From an optimization exercise on the open Yosys and OpenROAD flow, aimed at small area; shortcuts taken in it are not production practice. The RTL was checked by simulation tests, not by an equivalence proof against the original design. No activity file was given, so power comes from the tool's default toggle rates.

**flow/run.sh**
```bash
#!/bin/bash
# synth_recipe.tcl (not shown) runs the flow's synth.tcl, then flattens the netlist and writes it again
# the make line also repeats each setting of config.mk as NAME=value (left out here)
make -C /OpenROAD-flow-scripts/flow DESIGN_CONFIG=/design/flow/config.mk WORK_HOME=/design/flow/orfs CLKGATE_MAP_FILE= SYNTH_SCRIPT=/design/flow/synth_recipe.tcl finish
```
**flow/config.mk**
```make
export PLATFORM = sky130hd
export DESIGN_NAME = vec_sequencer
export DESIGN_NICKNAME = vec_sequencer
export VERILOG_FILES = /design/flow/design.v
export SDC_FILE = /design/flow/constraint.sdc
export NUM_CORES = 4
export LEC_CHECK = 0
export CAP_MARGIN = 20
export CORE_MARGIN = 2
export CORE_UTILIZATION = 40
export SLEW_MARGIN = 20
```
**flow/constraint.sdc**
```tcl
create_clock -name core_clock -period 6.0 [get_ports {clk_i}]
set_input_delay 1.2000 -clock core_clock [delete_from_list [all_inputs] [get_ports {clk_i}]]
set_output_delay 1.2000 -clock core_clock [all_outputs]
set_load 0.01 [all_outputs]
```
**flow/design.v**
```verilog
package seq_pkg;
  typedef logic [$clog2(8)-1:0] vid_t;
  typedef logic [8-1:0] vinsn_vec_t;
  typedef logic [$clog2(32)-1:0] vreg_t;
  typedef enum logic [2:0] {
    VADD,
    VSUB,
    VMUL,
    VMACC,
    VLE,
    VSE
  } seq_op_e;
  typedef enum logic [1:0] {
    VFU_ALU,
    VFU_MFPU,
    VFU_LOAD,
    VFU_STORE
  } vfu_e;
  typedef enum logic {
    ST_IDLE,
    ST_WAIT
  } seq_state_e;
endpackage
module vinsn_tracker (
  input  logic                            clk_i,
  input  logic                            rst_ni,
  input  logic                            issue_i,
  input  seq_pkg::vid_t                            issue_id_i,
  input  seq_pkg::vfu_e                            issue_unit_i,
  input  seq_pkg::vinsn_vec_t [4-1:0]  unit_done_i,
  output seq_pkg::vid_t                            next_id_o,
  output logic                            full_o,
  output seq_pkg::vinsn_vec_t                      vinsn_running_o,
  output seq_pkg::vinsn_vec_t                      vinsn_running_next_o,
  output logic                            idle_o
);
  seq_pkg::vinsn_vec_t [4-1:0] unit_running_d, unit_running_q;
  always_comb begin
    unit_running_d = unit_running_q;
    for (int u = 0; u < 4; u++) begin
      unit_running_d[u] &= ~unit_done_i[u];
    end
    if (issue_i) begin
      unit_running_d[issue_unit_i][issue_id_i] = 1'b1;
    end
    vinsn_running_next_o = '0;
    for (int u = 0; u < 4; u++) begin
      vinsn_running_next_o |= unit_running_d[u];
    end
  end
  always_ff @(posedge clk_i or negedge rst_ni) begin
    if (!rst_ni) begin
      unit_running_q  <= '0;
      vinsn_running_o <= '0;
    end else begin
      unit_running_q  <= unit_running_d;
      vinsn_running_o <= vinsn_running_next_o;
    end
  end
  always_comb begin
    next_id_o = '0;
    for (int i = 8 - 1; i >= 0; i--) begin
      if (!vinsn_running_o[i]) next_id_o = seq_pkg::vid_t'(i);
    end
  end
  assign full_o = &vinsn_running_o;
  assign idle_o = ~|vinsn_running_o;
endmodule
module vreg_scoreboard (
  input  logic                            clk_i,
  input  logic                            rst_ni,
  input  logic                            issue_i,
  input  seq_pkg::vid_t                            issue_id_i,
  input  seq_pkg::vreg_t                           req_vs1_i,
  input  logic                            req_use_vs1_i,
  input  seq_pkg::vreg_t                           req_vs2_i,
  input  logic                            req_use_vs2_i,
  input  seq_pkg::vreg_t                           req_vd_i,
  input  logic                            req_use_vd_i,
  input  seq_pkg::vinsn_vec_t                      vinsn_running_next_i,
  output seq_pkg::vinsn_vec_t                      hazard_vs1_o,
  output seq_pkg::vinsn_vec_t                      hazard_vs2_o,
  output seq_pkg::vinsn_vec_t                      hazard_vd_o,
  output seq_pkg::vinsn_vec_t [8-1:0]  hazard_table_o
);
  logic [32-1:0] rd_valid_d, rd_valid_q;
  logic [32-1:0] wr_valid_d, wr_valid_q;
  seq_pkg::vid_t [32-1:0] rd_vid_d, rd_vid_q;
  seq_pkg::vid_t [32-1:0] wr_vid_d, wr_vid_q;
  seq_pkg::vinsn_vec_t raw_vs1, raw_vs2, war_vd, waw_vd;
  seq_pkg::vinsn_vec_t [8-1:0] table_d;
  always_comb begin
    raw_vs1 = '0;
    raw_vs2 = '0;
    war_vd  = '0;
    waw_vd  = '0;
    if (req_use_vs1_i && wr_valid_q[req_vs1_i]) raw_vs1[wr_vid_q[req_vs1_i]] = 1'b1;
    if (req_use_vs2_i && wr_valid_q[req_vs2_i]) raw_vs2[wr_vid_q[req_vs2_i]] = 1'b1;
    if (req_use_vd_i && rd_valid_q[req_vd_i]) war_vd[rd_vid_q[req_vd_i]] = 1'b1;
    if (req_use_vd_i && wr_valid_q[req_vd_i]) waw_vd[wr_vid_q[req_vd_i]] = 1'b1;
  end
  assign hazard_vs1_o = (raw_vs1 | war_vd) & vinsn_running_next_i;
  assign hazard_vs2_o = (raw_vs2 | war_vd) & vinsn_running_next_i;
  assign hazard_vd_o  = waw_vd & vinsn_running_next_i;
  always_comb begin
    rd_valid_d = rd_valid_q;
    wr_valid_d = wr_valid_q;
    rd_vid_d   = rd_vid_q;
    wr_vid_d   = wr_vid_q;
    table_d    = hazard_table_o;
    if (issue_i) begin
      if (req_use_vd_i) begin
        wr_vid_d[req_vd_i]   = issue_id_i;
        wr_valid_d[req_vd_i] = 1'b1;
      end
      if (req_use_vs1_i) begin
        rd_vid_d[req_vs1_i]   = issue_id_i;
        rd_valid_d[req_vs1_i] = 1'b1;
      end
      if (req_use_vs2_i) begin
        rd_vid_d[req_vs2_i]   = issue_id_i;
        rd_valid_d[req_vs2_i] = 1'b1;
      end
      table_d[issue_id_i] = hazard_vs1_o | hazard_vs2_o | hazard_vd_o;
    end
    for (int v = 0; v < 32; v++) begin
      rd_valid_d[v] &= vinsn_running_next_i[rd_vid_d[v]];
      wr_valid_d[v] &= vinsn_running_next_i[wr_vid_d[v]];
    end
    for (int i = 0; i < 8; i++) begin
      table_d[i] &= vinsn_running_next_i;
      if (!vinsn_running_next_i[i]) table_d[i] = '0;
    end
  end
  always_ff @(posedge clk_i or negedge rst_ni) begin
    if (!rst_ni) begin
      rd_valid_q     <= '0;
      wr_valid_q     <= '0;
      hazard_table_o <= '0;
    end else begin
      rd_valid_q     <= rd_valid_d;
      wr_valid_q     <= wr_valid_d;
      hazard_table_o <= table_d;
    end
  end
  always_ff @(posedge clk_i) begin
    rd_vid_q <= rd_vid_d;
    wr_vid_q <= wr_vid_d;
  end
endmodule
module unit_queue_ctrl (
  input  logic                            clk_i,
  input  logic                            rst_ni,
  input  logic                            issue_i,
  input  seq_pkg::vfu_e                            issue_unit_i,
  input  seq_pkg::vfu_e                            req_unit_i,
  input  seq_pkg::vinsn_vec_t [4-1:0]  unit_done_i,
  output logic                            unit_free_o
);
  localparam logic [4*2-1:0] unit_depth = {
    2'(1),
    2'(1),
    2'(2),
    2'(2)
  };
  logic [4-1:0][2-1:0] cnt_q;
  for (genvar u = 0; u < 4; u++) begin : gen_unit_cnt
    logic cnt_up, cnt_down;
    assign cnt_up   = issue_i && (issue_unit_i == seq_pkg::vfu_e'(u));
    assign cnt_down = |unit_done_i[u];
    always_ff @(posedge clk_i or negedge rst_ni) begin
      if (!rst_ni) begin
        cnt_q[u] <= '0;
      end else if (cnt_up && !cnt_down) begin
        cnt_q[u] <= cnt_q[u] + 1'b1;
      end else if (cnt_down && !cnt_up) begin
        cnt_q[u] <= cnt_q[u] - 1'b1;
      end
    end
  end
  assign unit_free_o = cnt_q[req_unit_i] < unit_depth[req_unit_i*2 +: 2];
endmodule
module issue_ctrl (
  input  logic       clk_i,
  input  logic       rst_ni,
  input  logic       req_valid_i,
  input  seq_pkg::seq_op_e    req_op_i,
  input  seq_pkg::vreg_t      req_vs1_i,
  input  seq_pkg::vreg_t      req_vs2_i,
  input  seq_pkg::vreg_t      req_vd_i,
  input  logic       req_use_vs1_i,
  input  logic       req_use_vs2_i,
  input  logic       req_use_vd_i,
  input  logic       id_full_i,
  input  logic       unit_free_i,
  input  seq_pkg::vid_t       next_id_i,
  input  seq_pkg::vinsn_vec_t hazard_vs1_i,
  input  seq_pkg::vinsn_vec_t hazard_vs2_i,
  input  seq_pkg::vinsn_vec_t hazard_vd_i,
  input  logic       pe_req_ready_i,
  input  logic       addrgen_ack_i,
  input  logic       addrgen_error_i,
  output logic       req_ready_o,
  output seq_pkg::vfu_e       req_unit_o,
  output logic       issue_o,
  output seq_pkg::vid_t       issue_id_o,
  output logic       pe_req_valid_o,
  output seq_pkg::vid_t       pe_req_id_o,
  output seq_pkg::seq_op_e    pe_req_op_o,
  output seq_pkg::vreg_t      pe_req_vs1_o,
  output seq_pkg::vreg_t      pe_req_vs2_o,
  output seq_pkg::vreg_t      pe_req_vd_o,
  output seq_pkg::vinsn_vec_t pe_hazard_vs1_o,
  output seq_pkg::vinsn_vec_t pe_hazard_vs2_o,
  output seq_pkg::vinsn_vec_t pe_hazard_vd_o,
  output logic       resp_valid_o,
  output logic       resp_error_o
);
  seq_pkg::seq_state_e state_d, state_q;
  logic       pe_hold;
  always_comb begin
    unique case (req_op_i)
      seq_pkg::VADD, seq_pkg::VSUB:  req_unit_o = seq_pkg::VFU_ALU;
      seq_pkg::VMUL, seq_pkg::VMACC: req_unit_o = seq_pkg::VFU_MFPU;
      seq_pkg::VLE:                  req_unit_o = seq_pkg::VFU_LOAD;
      default:                       req_unit_o = seq_pkg::VFU_STORE;
    endcase
  end
  assign pe_hold = pe_req_valid_o && !pe_req_ready_i;
  assign req_ready_o = (state_q == seq_pkg::ST_IDLE) && !pe_hold && !id_full_i && unit_free_i;
  assign issue_o     = req_valid_i && req_ready_o;
  assign issue_id_o  = next_id_i;
  always_comb begin
    state_d = state_q;
    unique case (state_q)
      seq_pkg::ST_IDLE: begin
        if (issue_o && (req_unit_o == seq_pkg::VFU_LOAD || req_unit_o == seq_pkg::VFU_STORE)) begin
          state_d = seq_pkg::ST_WAIT;
        end
      end
      seq_pkg::ST_WAIT: begin
        if (addrgen_ack_i) state_d = seq_pkg::ST_IDLE;
      end
      default: state_d = seq_pkg::ST_IDLE;
    endcase
  end
  assign resp_valid_o = (state_q == seq_pkg::ST_WAIT) && addrgen_ack_i;
  assign resp_error_o = resp_valid_o && addrgen_error_i;
  always_ff @(posedge clk_i or negedge rst_ni) begin
    if (!rst_ni) begin
      state_q        <= seq_pkg::ST_IDLE;
      pe_req_valid_o <= 1'b0;
    end else begin
      state_q <= state_d;
      if (issue_o) pe_req_valid_o <= 1'b1;
      else if (pe_req_ready_i) pe_req_valid_o <= 1'b0;
    end
  end
  always_ff @(posedge clk_i) begin
    if (issue_o) begin
      pe_req_id_o     <= next_id_i;
      pe_req_op_o     <= req_op_i;
      pe_req_vs1_o    <= req_vs1_i;
      pe_req_vs2_o    <= req_vs2_i;
      pe_req_vd_o     <= req_vd_i;
      pe_hazard_vs1_o <= hazard_vs1_i;
      pe_hazard_vs2_o <= hazard_vs2_i;
      pe_hazard_vd_o  <= hazard_vd_i;
    end
  end
endmodule
module vec_sequencer (
  input  logic                            clk_i,
  input  logic                            rst_ni,
  input  logic                            req_valid_i,
  output logic                            req_ready_o,
  input  logic [2:0]                      req_op_i,
  input  logic [4:0]                      req_vs1_i,
  input  logic                            req_use_vs1_i,
  input  logic [4:0]                      req_vs2_i,
  input  logic                            req_use_vs2_i,
  input  logic [4:0]                      req_vd_i,
  input  logic                            req_use_vd_i,
  output logic                            resp_valid_o,
  output logic                            resp_error_o,
  output logic                            idle_o,
  output logic                            pe_req_valid_o,
  input  logic                            pe_req_ready_i,
  output logic [2:0]                      pe_req_id_o,
  output logic [2:0]                      pe_req_op_o,
  output logic [4:0]                      pe_req_vs1_o,
  output logic [4:0]                      pe_req_vs2_o,
  output logic [4:0]                      pe_req_vd_o,
  output logic [7:0]                      pe_hazard_vs1_o,
  output logic [7:0]                      pe_hazard_vs2_o,
  output logic [7:0]                      pe_hazard_vd_o,
  output logic [7:0]                      vinsn_running_o,
  output logic [63:0]                     hazard_table_o,
  input  logic [31:0]                     unit_done_i,
  input  logic                            addrgen_ack_i,
  input  logic                            addrgen_error_i
);
  logic       issue, id_full, unit_free;
  seq_pkg::vid_t       issue_id, next_id;
  seq_pkg::vfu_e       req_unit;
  seq_pkg::vinsn_vec_t running_next;
  seq_pkg::vinsn_vec_t hazard_vs1, hazard_vs2, hazard_vd;
  seq_pkg::seq_op_e    req_op, pe_req_op;
  seq_pkg::vinsn_vec_t [4-1:0] unit_done;
  seq_pkg::vinsn_vec_t [8-1:0] hazard_table;
  assign req_op         = seq_pkg::seq_op_e'(req_op_i);
  assign pe_req_op_o    = pe_req_op;
  assign unit_done      = unit_done_i;
  assign hazard_table_o = hazard_table;
  vinsn_tracker i_tracker (
    .clk_i               (clk_i),
    .rst_ni              (rst_ni),
    .issue_i             (issue),
    .issue_id_i          (issue_id),
    .issue_unit_i        (req_unit),
    .unit_done_i         (unit_done),
    .next_id_o           (next_id),
    .full_o              (id_full),
    .vinsn_running_o     (vinsn_running_o),
    .vinsn_running_next_o(running_next),
    .idle_o              (idle_o)
  );
  vreg_scoreboard i_scoreboard (
    .clk_i               (clk_i),
    .rst_ni              (rst_ni),
    .issue_i             (issue),
    .issue_id_i          (issue_id),
    .req_vs1_i           (req_vs1_i),
    .req_use_vs1_i       (req_use_vs1_i),
    .req_vs2_i           (req_vs2_i),
    .req_use_vs2_i       (req_use_vs2_i),
    .req_vd_i            (req_vd_i),
    .req_use_vd_i        (req_use_vd_i),
    .vinsn_running_next_i(running_next),
    .hazard_vs1_o        (hazard_vs1),
    .hazard_vs2_o        (hazard_vs2),
    .hazard_vd_o         (hazard_vd),
    .hazard_table_o      (hazard_table)
  );
  unit_queue_ctrl i_queue_ctrl (
    .clk_i       (clk_i),
    .rst_ni      (rst_ni),
    .issue_i     (issue),
    .issue_unit_i(req_unit),
    .req_unit_i  (req_unit),
    .unit_done_i (unit_done),
    .unit_free_o (unit_free)
  );
  issue_ctrl i_issue_ctrl (
    .clk_i          (clk_i),
    .rst_ni         (rst_ni),
    .req_valid_i    (req_valid_i),
    .req_op_i       (req_op),
    .req_vs1_i      (req_vs1_i),
    .req_vs2_i      (req_vs2_i),
    .req_vd_i       (req_vd_i),
    .req_use_vs1_i  (req_use_vs1_i),
    .req_use_vs2_i  (req_use_vs2_i),
    .req_use_vd_i   (req_use_vd_i),
    .id_full_i      (id_full),
    .unit_free_i    (unit_free),
    .next_id_i      (next_id),
    .hazard_vs1_i   (hazard_vs1),
    .hazard_vs2_i   (hazard_vs2),
    .hazard_vd_i    (hazard_vd),
    .pe_req_ready_i (pe_req_ready_i),
    .addrgen_ack_i  (addrgen_ack_i),
    .addrgen_error_i(addrgen_error_i),
    .req_ready_o    (req_ready_o),
    .req_unit_o     (req_unit),
    .issue_o        (issue),
    .issue_id_o     (issue_id),
    .pe_req_valid_o (pe_req_valid_o),
    .pe_req_id_o    (pe_req_id_o),
    .pe_req_op_o    (pe_req_op),
    .pe_req_vs1_o   (pe_req_vs1_o),
    .pe_req_vs2_o   (pe_req_vs2_o),
    .pe_req_vd_o    (pe_req_vd_o),
    .pe_hazard_vs1_o(pe_hazard_vs1_o),
    .pe_hazard_vs2_o(pe_hazard_vs2_o),
    .pe_hazard_vd_o (pe_hazard_vd_o),
    .resp_valid_o   (resp_valid_o),
    .resp_error_o   (resp_error_o)
  );
endmodule
```
==> impl_metrics.py <==
metrics = {
    "run_status": {
        "status": "complete, no violations",
    },
    "run": {
        "drv_cap": 0,
    },
    "place": {
        "port_buffers": 180,
        "hpwl_mm": 90.3,
        "placed_area_mm2": 0.0305,
        "gp_congestion": 0.973,
        "preCtsSetupSlack_ns": 0.497,
    },
    "global_route": {
        "grt_max_degree": 112,
        "grt_usage": 0.352,
        "grt.overflow.total": 0,
        "antenna_found_initial": 2,
        "grt_pass1_vias": 25800,
        "grt_pass1_wl_mm": 182,
    },
    "route": {
        "routedWlPerCell_um": 32.5,
        "vias_per_cell": 6.82,
        "final_antenna_net_count": 0,
        "drc": 0,
        "drt-pass1-iter-count": 6,
        "vias": 26500,
        "wl_mm": 126,
        "drt-initial-drc-count": 3316,
    },
    "floorplanning": {
        "die_w_um": 265,
        "core_mm2": 0.0673,
        "start_util": 0.405,
        "row_count": 95,
        "fp.dieH_um": 265,
        "die_area_mm2": 0.0703,
        "pin_count": 181,
    },
    "sta": {
        "finalHoldViolCount": 0,
        "period_minus_slack_ns": 5.00,
        "fin_crit_sh": 0.833,
        "setup_violations": 0,
        "tightestPinTransition_ns": 1.06,
        "worst_slack_ns": 1.00,
        "rsz0062_at_grt": "false",
        "finClkSkew_ns": 0.0389,
        "slew_headroom": 0.290,
        "setup_tns_ns": 0,
        "fmax_mhz": 200,
        "drv_slew": 0,
    },
    "yosys": {
        "synth-seq-cells": 415,
        "synth_flop_cell": "dfxtp_1",
        "syn_inst": 2813,
        "ys_seq_area_frac": 0.354,
        "yosys_warnings": 4,
        "async_flop_share": 0.429,
        "ys_types": 97,
        "synth.net_count": 2908,
        "synth_edf_count": 45,
        "netlist_area_mm2": 0.0273,
        "avgSynthCellArea_um2": 9.69,
    },
    "layout": {
        "post_route_cells_drive_above_1_share": 0.153,
        "mostFrequentLayoutCells": "nor2_1 (222), mux2i_1 (197), nand2_1 (192), dfxtp_1 (192), dfrtp_1 (178)",
        "final_common_cell": "nor2_1",
        "fin_nets": 3059,
        "finish.instance_area_mm2": 0.0322,
        "synthToLayoutAreaGrowth_pct": 18.1,
    },
    "cts": {
        "post_cts_resize_count": 0,
        "h-tree-depth": 2,
        "numClockSinks": 415,
        "clk_path_buf_depth": 3,
        "holdBufCountCts": 0,
        "cts_setup_buffers": 0,
        "cts_made_buffers": 50,
        "clk_latency_ns": 0.63,
        "clk_pin_slew_ns": 0.06,
        "root_buffer": "clkbuf_16",
        "cts_tree": "yes",
    },
    "power_and_ir_drop": {
        "power.leakage_nw": 12.3,
        "power_density_mw_per_mm2": 272,
        "p_total_mw": 8.77,
        "peakVddDrop_mv": 0.222,
    },
    "critical_path": {
        "worstPathRequired_ns": 6.50,
        "cp_slowest_cell": "mux2i_1",
        "critPathMaxStageDelay_ns": 0.63,
        "worstSetupEndpointType": "register",
        "start_kind": "input pin",
        "cpMostUsedCell": "mux2i_1",
        "crit_fanout": 13,
        "cp_cell_sequence": "clkdlybuf4s50_1 -> inv_2 -> ha_1 -> nor2b_1 -> mux2i_1 -> a21oi_1 -> or3_1 -> a21oi_1 -> mux2i_1 -> mux2i_1 -> mux2i_1 -> a221oi_1",
        "arrival_ns": 5.50,
        "critPathKind": "input pin to register",
    },
    "worst_hold_path": {
        "hold_class": "register to register",
    },
}
## power by group
group	leakage, nW	switching (mW)	total, mW	internal, mW
combinational	7.02	1.58	2.46	0.885
clock	0.836	1.32	3.13	1.81
sequential	4.44	0.156	3.18	3.02
total	12.3	3.05	8.77	5.72
## stage by stage
step	util	instances	hold slack [ns]
2_1_floorplan	-	2813	0.434
3_3_place_gp	0.453	3785	0.456
3_5_place_dp	0.454	3785	0.467
4_1_cts	0.478	3879	0.475
5_1_grt	0.479	3879	0.476
6_report	0.479	3880	0.473
## synth_stat cells, types with 20 or more instances
master,instances,area share
a22o_1,64,0.021
nor3_1,73,0.013
dfxtp_1,192,0.14
dfrtp_1,178,0.16
clkbuf_1,116,0.016
nand4_1,40,0.0092
nand2b_1,45,0.010
ha_1,36,0.017
a22oi_1,30,0.0083
a21oi_1,112,0.021
a32o_1,32,0.012
o21ai_0,127,0.023
nand3_1,93,0.017
and2_1,28,0.0064
edfxtp_1,45,0.050
nand2_1,192,0.026
nor2_1,227,0.031
or3_1,23,0.0053
inv_1,136,0.019
buf_1,30,0.0041
o41ai_1,20,0.0064
mux2i_1,197,0.072
a211oi_1,40,0.011
o211ai_1,56,0.015
buf_2,64,0.012
o2bb2ai_1,32,0.010
o22ai_1,39,0.0089
mux4_2,144,0.12
## per-layer routing
layer | global-route usage | vias to the layer above | wire [µm]
met5 | 0 | - | 42
met4 | 0.142 | 4 | 5520
met3 | 0.112 | 312 | 16300
met2 | 0.524 | 1850 | 54000
met1 | 0.475 | 13200 | 50500
li1 | - | 11100 | -
## final cells by class
type	instances	area [µm²]
fill	6237	35100
multi-input combinational	2030	16200
clock buffer	74	1490
tap	873	1090
antenna	1	2.50
sequential	415	9650
inverter	144	544
timing repair buffer	323	3070
clock inverter	20	175
## state kept, by name, indices dropped and copies added (netlist names)
register                      count
i_issue_ctrl.pe_hazard_vs2_o      8
i_issue_ctrl.pe_req_valid_o       1
i_issue_ctrl.state_q              1
i_issue_ctrl.pe_req_vd_o          5
i_scoreboard.rd_valid_q          32
i_scoreboard.hazard_table_o      64
i_scoreboard.wr_valid_q          32
i_issue_ctrl.pe_hazard_vs1_o      8
i_tracker.unit_running_q         32
i_scoreboard.wr_vid_q            96
i_tracker.vinsn_running_o         8
i_issue_ctrl.pe_hazard_vd_o       8
i_issue_ctrl.pe_req_op_o          3
i_scoreboard.rd_vid_q            96
i_issue_ctrl.pe_req_id_o          3
i_issue_ctrl.pe_req_vs1_o         5
i_queue_ctrl.cnt_q                8
i_issue_ctrl.pe_req_vs2_o         5
## worst max-delay path, delay by kind of cell
family / cells / cell delay [ns]
AO/OA/AOI/OAI: 3 / 1.23
AND/OR/NAND/NOR: 2 / 0.60
adder cells (fa/ha/maj): 1 / 0.31
multiplexers: 4 / 1.45
buffers and inverters: 2 / 0.72
## final timing paths
check / cells past startpoint / end / from / slack, ns
min reg2reg: 1 / i_queue_ctrl.cnt_q[5] / i_queue_ctrl.cnt_q[5] / 0.47
max reg2reg: 16 / i_scoreboard.hazard_table_o[7] / i_tracker.vinsn_running_o[7] / 1.15
max in group asynchronous: 2 / i_scoreboard.wr_valid_q[5] / rst_ni / 4.21
min in group asynchronous: 1 / i_queue_ctrl.cnt_q[2] / rst_ni / 0.60
min: 1 / i_queue_ctrl.cnt_q[5] / i_queue_ctrl.cnt_q[5] / 0.47
max: 12 / i_scoreboard.rd_valid_q[16] / req_vs2_i[1] / 1.00
## logic make-up (layout without fill, tap and decap cells)
| group | after synthesis | after routing | share of synthesized area |
|---|---|---|---|
| flops | 415 | 415 | 0.354 |
| other cells | 0 | 1 | 0 |
| fa+ha+maj | 36 | 36 | 0.0165 |
| xor+xnor | 30 | 30 | 0.00964 |
| simple gates | 823 | 823 | 0.147 |
| compound gates | 772 | 772 | 0.206 |
| buf+inv | 368 | 561 | 0.0572 |
| mux | 369 | 369 | 0.209 |

[static timing again, ports no longer ideal]
The results above use ideal ports. As a check the final layout listed here was re-extracted and re-timed, cells and wires unchanged. Step 1 (the two cells are an assumption about what drives the block):
set clk [get_ports {clk_i}]
set_driving_cell -lib_cell sky130_fd_sc_hd__clkbuf_16 $clk
set_driving_cell -lib_cell sky130_fd_sc_hd__buf_2 [delete_from_list [all_inputs] $clk]
Step 2, shift: input delay + t, output delay - t, t = (earliest + latest rising clock arrival at the registers) / 2. This alone moves slack from input paths to output paths. a / b / c = ideal / step 1 / step 2; a / b = the first two.
t (ns): 0.672
slack for setup (ns): 1.001 / 1.039 / 0.367
clock arrival spread, ns: 0.040 / 0.040
After both steps setup and hold are still met in this run. For this run, drivers alone change the setup slack by +0.038 ns; drivers and shift together by -0.634 ns.
